This design comes from an exercise in tuning for small area, a short achievable clock period and few clock cycles per item on the open sky130 flow, not from production work. For this run, only the layout was checked, not whether the RTL still works. Power is estimated from default activity; no workload was simulated.

$ cat flow/design.v
package asre_pkg;
  localparam int SAMPLE_W    = 16;
  localparam int CFG_INDEX_W = 2;
  localparam int CFG_DATA_W  = 16;
  typedef logic signed [SAMPLE_W-1:0] sample_t;
  typedef logic        [SAMPLE_W-1:0] delta_t;
  typedef enum logic [CFG_INDEX_W-1:0] {
    REG_DELTA_THRESHOLD = 2'd0,
    REG_UPPER_LIMIT     = 2'd1,
    REG_LOWER_LIMIT     = 2'd2
  } cfg_index_t;
  localparam delta_t  DELTA_THRESHOLD_RESET = '0;
  localparam sample_t UPPER_LIMIT_RESET     = 16'sh7FFF;
  localparam sample_t LOWER_LIMIT_RESET     = 16'sh8000;
endpackage
module asre_avg_div_a (
  input  logic [19:0] sum_i,    
  input  logic [2:0]  m5_i,     
  output logic [15:0] t_o
);
  logic        neg;
  logic [3:0]  m;               
  logic signed [4:0] c;         
  logic [15:0] w0;
  always_comb begin
    neg = sum_i[19];
    if (m5_i[0] == sum_i[0]) m = {1'b0, m5_i};
    else                     m = {1'b0, m5_i} + 4'd5;
    case (m)
      4'd0: c = 5'sd1;
      4'd1: c = neg ? -5'sd4 : 5'sd1;
      4'd2: c = neg ? -5'sd3 : 5'sd2;
      4'd3: c = neg ? -5'sd3 : 5'sd2;
      4'd4: c = neg ? -5'sd2 : 5'sd3;
      4'd5: c = neg ? -5'sd2 : 5'sd3;
      4'd6: c = neg ? -5'sd1 : 5'sd4;
      4'd7: c = neg ? -5'sd1 : 5'sd4;
      4'd8: c = neg ?  5'sd0 : 5'sd5;
      4'd9: c = neg ?  5'sd0 : 5'sd5;
      default: c = 5'sd0;
    endcase
    w0  = ~sum_i[16:1];
    t_o = w0 + {w0[14:0], 1'b0} + {{11{c[4]}}, c} + {{10{c[4]}}, c, 1'b0};
  end
endmodule
module asre_avg_div_b (
  input  logic [15:0] t_i,
  output logic [15:0] avg_o
);
  logic [15:0] u;
  always_comb begin
    u     = t_i + {t_i[11:0], 4'b0};
    avg_o = u + {u[7:0], 8'b0};
  end
endmodule
module averaged_sensor_range_event_unit #(
  parameter int AVERAGE_COUNT = 10
) (
  input  logic                                      clk,
  input  logic                                      rst_n,
  input  logic                                      in_valid,
  output logic                                      in_ready,
  input  logic signed [asre_pkg::SAMPLE_W-1:0]      in_sample,
  output logic                                      out_valid,
  input  logic                                      out_ready,
  output logic signed [asre_pkg::SAMPLE_W-1:0]      out_reported_value,
  output logic                                      out_range_event,
  input  logic                                      cfg_we,
  input  logic [asre_pkg::CFG_INDEX_W-1:0]          cfg_index,
  input  logic [asre_pkg::CFG_DATA_W-1:0]           cfg_wdata
);
  localparam int SAMPLE_W = asre_pkg::SAMPLE_W;
  localparam logic [asre_pkg::CFG_INDEX_W-1:0] REG_DELTA_THRESHOLD = asre_pkg::REG_DELTA_THRESHOLD;
  localparam logic [asre_pkg::CFG_INDEX_W-1:0] REG_UPPER_LIMIT     = asre_pkg::REG_UPPER_LIMIT;
  localparam logic [asre_pkg::CFG_INDEX_W-1:0] REG_LOWER_LIMIT     = asre_pkg::REG_LOWER_LIMIT;
  localparam logic        [SAMPLE_W-1:0] DELTA_THRESHOLD_RESET = asre_pkg::DELTA_THRESHOLD_RESET;
  localparam logic signed [SAMPLE_W-1:0] UPPER_LIMIT_RESET     = asre_pkg::UPPER_LIMIT_RESET;
  localparam logic signed [SAMPLE_W-1:0] LOWER_LIMIT_RESET     = asre_pkg::LOWER_LIMIT_RESET;
  logic        [SAMPLE_W-1:0] delta_thr_r;
  logic signed [SAMPLE_W-1:0] upper_r;
  logic signed [SAMPLE_W-1:0] lower_r;
  logic                       adv;
  logic                       k_valid;
  logic signed [SAMPLE_W-1:0] k_sample;
  logic                       a_valid, b_valid, c_valid;
  logic signed [SAMPLE_W-1:0] a_sample, b_sample, c_sample;
  logic                       b_first, c_first, b_end, c_end;
  logic                       seen_a;
  logic                       out_valid_r;
  logic signed [SAMPLE_W-1:0] held_r, held_nxt;
  logic                       event_r, event_nxt;
  logic [3:0]  cnt_r;
  logic [19:0] sum_r;
  logic [2:0]  m5_r;
  logic        a_first, a_end, a_acc;
  logic [6:0]  dsum;
  logic [2:0]  m5_nxt;
  logic [15:0] t_nxt, t_r, avg;
  logic signed [SAMPLE_W+1:0] dp, dn;
  logic                       hit;
  assign adv      = !out_valid_r || out_ready;
  assign in_ready = !k_valid;
  assign out_valid          = out_valid_r;
  assign out_reported_value = held_r;
  assign out_range_event    = event_r;
  assign a_first = !seen_a;
  assign a_acc   = a_valid && !a_first;
  assign a_end   = (cnt_r == 4'd9);
  always_comb begin
    dsum = {3'b0, a_sample[3:0]} + {3'b0, a_sample[7:4]} + {3'b0, a_sample[11:8]}
         + {4'b0, a_sample[14:12]} + {5'b0, a_sample[15], 1'b0}
         + ((cnt_r == 4'd0) ? 7'd0 : {4'b0, m5_r});
    case (dsum)
      7'd0, 7'd5, 7'd10, 7'd15, 7'd20, 7'd25, 7'd30, 7'd35, 7'd40, 7'd45, 7'd50, 7'd55:
        m5_nxt = 3'd0;
      7'd1, 7'd6, 7'd11, 7'd16, 7'd21, 7'd26, 7'd31, 7'd36, 7'd41, 7'd46, 7'd51, 7'd56:
        m5_nxt = 3'd1;
      7'd2, 7'd7, 7'd12, 7'd17, 7'd22, 7'd27, 7'd32, 7'd37, 7'd42, 7'd47, 7'd52, 7'd57:
        m5_nxt = 3'd2;
      7'd3, 7'd8, 7'd13, 7'd18, 7'd23, 7'd28, 7'd33, 7'd38, 7'd43, 7'd48, 7'd53, 7'd58:
        m5_nxt = 3'd3;
      default:
        m5_nxt = 3'd4;
    endcase
  end
  asre_avg_div_a u_div_a (
    .sum_i (sum_r),
    .m5_i  (m5_r),
    .t_o   (t_nxt)
  );
  asre_avg_div_b u_div_b (
    .t_i   (t_r),
    .avg_o (avg)
  );
  always_comb begin
    dp  = {{2{c_sample[SAMPLE_W-1]}}, c_sample} - {{2{held_r[SAMPLE_W-1]}}, held_r}
        - {2'b0, delta_thr_r};
    dn  = {{2{held_r[SAMPLE_W-1]}}, held_r} - {{2{c_sample[SAMPLE_W-1]}}, c_sample}
        - {2'b0, delta_thr_r};
    hit = (!dp[SAMPLE_W+1] || !dn[SAMPLE_W+1]) &&
          ((c_sample >= upper_r) || (c_sample <= lower_r));
    held_nxt  = held_r;
    event_nxt = 1'b0;
    if (c_first || hit) begin
      held_nxt  = c_sample;
      event_nxt = 1'b1;
    end else if (c_end) begin
      held_nxt  = avg;
    end
  end
  always_ff @(posedge clk) begin
    if (!rst_n) begin
      delta_thr_r <= DELTA_THRESHOLD_RESET;
      upper_r     <= UPPER_LIMIT_RESET;
      lower_r     <= LOWER_LIMIT_RESET;
      k_valid     <= 1'b0;
      a_valid     <= 1'b0;
      b_valid     <= 1'b0;
      c_valid     <= 1'b0;
      out_valid_r <= 1'b0;
      seen_a      <= 1'b0;
      cnt_r       <= '0;
    end else begin
      if (cfg_we) begin
        case (cfg_index)
          REG_DELTA_THRESHOLD: delta_thr_r <= cfg_wdata;
          REG_UPPER_LIMIT:     upper_r     <= cfg_wdata;
          REG_LOWER_LIMIT:     lower_r     <= cfg_wdata;
          default: ;
        endcase
      end
      if (adv) begin
        k_valid     <= 1'b0;
        a_valid     <= k_valid || in_valid;
        b_valid     <= a_valid;
        c_valid     <= b_valid;
        out_valid_r <= c_valid;
        if (a_valid) seen_a <= 1'b1;
        if (a_acc) cnt_r <= a_end ? 4'd0 : cnt_r + 4'd1;
      end else if (in_valid && !k_valid) begin
        k_valid <= 1'b1;
      end
    end
  end
  always_ff @(posedge clk) begin
    if (!adv && !k_valid) begin
      k_sample <= in_sample;
    end
    if (adv) begin
      a_sample <= k_valid ? k_sample : in_sample;
      b_sample <= a_sample;
      c_sample <= b_sample;
      b_first  <= a_first;
      c_first  <= b_first;
      b_end    <= a_end;
      c_end    <= b_end;
      t_r      <= t_nxt;
      if (a_acc) begin
        sum_r <= ((cnt_r == 4'd0) ? 20'd0 : sum_r)
               + {{(20-SAMPLE_W){a_sample[SAMPLE_W-1]}}, a_sample};
        m5_r  <= m5_nxt;
      end
      if (c_valid) begin
        held_r  <= held_nxt;
        event_r <= event_nxt;
      end
    end
  end
endmodule
$ cat flow/run.sh
#!/bin/bash
# synth_recipe.tcl (not shown) runs the flow's synth.tcl, then flattens the netlist and writes it again
# the make line also repeats each setting of config.mk as NAME=value (left out here)
make -C /OpenROAD-flow-scripts/flow DESIGN_CONFIG=/design/flow/config.mk WORK_HOME=/design/flow/orfs CLKGATE_MAP_FILE= SYNTH_SCRIPT=/design/flow/synth_recipe.tcl finish
$ cat flow/config.mk
export PLATFORM = sky130hd
export DESIGN_NAME = averaged_sensor_range_event_unit
export DESIGN_NICKNAME = averaged_sensor_range_event_unit
export VERILOG_FILES = /design/flow/design.v
export SDC_FILE = /design/flow/constraint.sdc
export NUM_CORES = 4
export LEC_CHECK = 0
export CAP_MARGIN = 20
export CORE_MARGIN = 2
export CORE_UTILIZATION = 40
export SLEW_MARGIN = 20
$ cat flow/constraint.sdc
create_clock -name core_clock -period 12.0 [get_ports {clk}]
set_input_delay 2.4000 -clock core_clock [delete_from_list [all_inputs] [get_ports {clk}]]
set_output_delay 2.4000 -clock core_clock [all_outputs]
set_load 0.01 [all_outputs]
==> impl_metrics.py <==
metrics = {
    "outcome": {
        "outcome": "timing/DRC/antenna clean",
    },
    "routing": {
        "first_pass_iters": 5,
        "antenna_left": 0,
        "routed_via_density": 5.032,
        "wire_per_inst_um": 15.71,
        "route.vias.total": 8267,
        "drt_iter0_drc": 440,
        "drc": 0,
        "totalWireLength_um": 25810,
    },
    "setup_path": {
        "worst-setup-path-type": "flop to flop",
        "cp_num_buf_inv": 1,
        "slowest_stage": "fa_1",
        "critPathMaxStageDelay_ns": 0.57,
        "end_kind": "flop",
        "startpoint_type": "flop",
        "crit_family": "compound AO/OA/AOI/OAI gates",
        "cp.arrival_ns": 5.23,
        "path_depth": 17,
        "cp.required_ns": 12.17,
        "worstPathMaxFanout": 5,
        "worst-r2r-cell-count": 17,
        "crit_path_cell_trace": "ha_1, nand2b_1, xnor2_1, or2_2, o2bb2ai_1, a21oi_1, fa_1, fa_1, inv_1, ha_1, a211oi_1, o21bai_1, o311ai_0, o211ai_1, a31o_2, a21oi_1, xnor2_1",
    },
    "power_and_ir_drop": {
        "vdd_ir_drop_max_mv": 0.1903,
        "powerDensity_nw_per_um2": 189.1,
        "p_leak_nw": 5.840,
    },
    "finish": {
        "fillCellCount": 2888,
        "fin_util": 0.4589,
        "multi_input_area_um2": 6929,
        "syn_to_final_growth_pct": 12.70,
        "regArea_um2": 4885,
        "nets": 1476,
        "drive_gt1_frac": 0.06100,
    },
    "synth": {
        "yosysTopAreaCellShare": 0.2990,
        "synth.cell_area_um2": 12450,
        "synth_cell_type_count": 67,
        "synth_seq_cells": 182,
        "synth_nets": 1417,
        "synthCells": 1174,
        "synth_area_per_cell_um2": 10.61,
        "synth-main-ff-cell": "edfxtp_1",
        "async_flop_share": 0,
        "synth_top_cell_by_area": "edfxtp_1",
        "synth_edf_count": 124,
        "yosys-top-cells-area": "edfxtp_1, ha_1, fa_1",
        "synth_commonest_cells": "ha_1, inv_1, edfxtp_1",
        "ys_warn_count": 3,
        "yosysSeqAreaShare": 0.3922,
    },
    "grt": {
        "grt_pass1_vias": 8275,
        "grt-ovfl-total": 0,
        "antenna_found_initial": 1,
        "use_met2": 0.2634,
        "grtUsageMet1": 0.2307,
        "met3_usage": 0.03072,
        "grt_use_total": 0.1645,
        "grt-busiest-layer": "met2",
        "grt_pass1_wl_um": 42780,
        "grt_max_degree": 80,
    },
    "placed_design": {
        "dp.final_hpwl_um": 20060,
        "io_buffers": 57,
        "gp_congestion": 0.8830,
    },
    "hold_path": {
        "whs_path_depth": 0,
        "hold_class": "flop to flop",
    },
    "floorplan": {
        "fp.dieArea_um2": 32560,
        "ioPinCount": 58,
        "coreArea_um2": 30590,
        "die_y_um": 180.5,
        "dieWidth_um": 180.5,
        "initial_core_util": 0.4071,
        "std_cell_rows": 64,
    },
    "clocking": {
        "cts_max_level": 4,
        "worstSkewPairLatency_ns": 0.43,
        "cts_resized": 0,
        "cts.sinks": 182,
        "cts_buffer_depth": 2,
        "clockRootBuffer": "clkbuf_16",
        "ctsHoldBuffers": 0,
        "postCtsSetupRepairBufs": 0,
        "numCtsBuffers": 17,
        "cts_tree": "yes",
        "clkTransAtPathRegs_ns": 0.07,
    },
    "timing": {
        "rsz0062_at_grt": "false",
        "slew_headroom": 0.3742,
        "worstMarginPinSlew_ns": 0.9387,
        "fin_crit_ns": 5.063,
        "max_freq_mhz": 197.5,
        "holdWs_ns": 0.4161,
        "hold_viol_final": 0,
        "skew_ns": 0.01321,
        "finalCritPeriodShare": 0.4219,
        "fin_setup_tns_ns": 0,
        "setup_violations": 0,
        "final_max_slew_viol_count": 0,
    },
    "job": {
        "maxCapViolations": 0,
    },
}
cells by family after synthesis:
kind of cell             count (synthesis)  share of synthesized area
XOR/XNOR                                57                    0.04129
flip-flops                             182                     0.3922
multiplexers                            43                    0.03878
AO/OA/AOI/OAI                          243                     0.1290
adder cells (fa/ha/maj)                204                     0.2405
AND/OR/NAND/NOR                        275                     0.1050
buffers and inverters                  170                    0.05324
layout make-up:
class	count	area share
Clock inverter	12	0.008290
Inverter	146	0.03904
Timing Repair Buffer	64	0.04439
Multi-Input combinational cell	822	0.4937
Clock buffer	20	0.03111
Antenna cell	1	0.0001783
Sequential cell	182	0.3480
Tap cell	396	0.03530
path summary, 6_finish.rpt:
path	to	startpoint	slack [ns]
min reg2reg	c_sample[1]	b_sample[1]	0.42
min	c_sample[1]	b_sample[1]	0.42
max reg2reg	t_r[15]	m5_r[0]	6.94
max	t_r[15]	m5_r[0]	6.94
stage by stage:
stage,worst slack [ns],cells,power [mW],area (um^2)
6_report,6.937,1643,2.655,14040
5_1_grt,6.572,1642,2.881,14030
4_1_cts,6.931,1642,2.681,14030
3_5_place_dp,6.872,1610,2.139,13480
3_3_place_gp,6.980,1610,2.116,13480
2_1_floorplan,6.069,1174,1.862,12450
placed cells by master, fill, tap and decap left out, drive strengths merged, types with 37 or more instances in the layout:
| cell | instances |
|---|---|
| fa | 59 |
| o21ai | 43 |
| a21boi | 37 |
| xnor2 | 43 |
| edfxtp | 124 |
| dfxtp | 58 |
| nand2 | 118 |
| nor2 | 48 |
| ha | 145 |
| clkdlybuf4s50 | 57 |
| a21oi | 60 |
| inv | 150 |
worst register-to-register path: stages (launching register included):
cell and delay (ns):
edfxtp_1 0.45, ha_1 0.22, nand2b_1 0.15, xnor2_1 0.18, or2_2 0.31, o2bb2ai_1 0.13, a21oi_1 0.33, fa_1 0.51
fa_1 0.57, inv_1 0.06, ha_1 0.30, a211oi_1 0.24, o21bai_1 0.13, o311ai_0 0.50, o211ai_1 0.19, a31o_2 0.26
a21oi_1 0.19, xnor2_1 0.09
registers in the layout, indices dropped and copies added, names as in the netlist, 3 cells and up:
name         cells
c_sample        16
t_r             16
held_r          16
lower_r         16
a_sample        16
delta_thr_r     16
upper_r         16
k_sample        16
cnt_r            4
b_sample        16
m5_r             3
sum_r           20
power breakdown:
group	switching (mW)	total, mW	leakage (nW)	internal [mW]
Clock	0.244	0.534	0.263	0.290
Combinational	0.692	1.30	3.88	0.613
Sequential	0.0581	0.817	1.70	0.759
routing by layer:
layer  up-vias  part of all wire
li1       4228                 -
met1      3878              0.50
met2       136              0.46
met3        25             0.030
met4         0             0.014
met5         -                 0

## what the ideal ports hide
In the flow no input, the clock included, has a driving cell. The finished layout below was timed again as built, in two steps.
Step 1 assumes that a clkbuf_16 drives the clock port and a buf_2 every other input.
Step 2 times the ports against the registers' clock, not the clock port: input delays grow and output delays shrink by t, the midpoint of the rising clock arrivals with the driver on.
Slacks: ideal / step 1 / step 2; pairs: ideal / step 1.
t, ns: 0.467
slack for setup (ns): 6.937 / 6.937 / 6.916
worst hold slack (ns): 0.416 / 0.416 / 0.416
clock arrival spread, ns: 0.013 / 0.013
cell pins on the clock port's net: 1
After both steps setup and hold are still met in this run. The setup slack of this run moves by 0.000 ns with the drivers and by -0.021 ns with both steps.
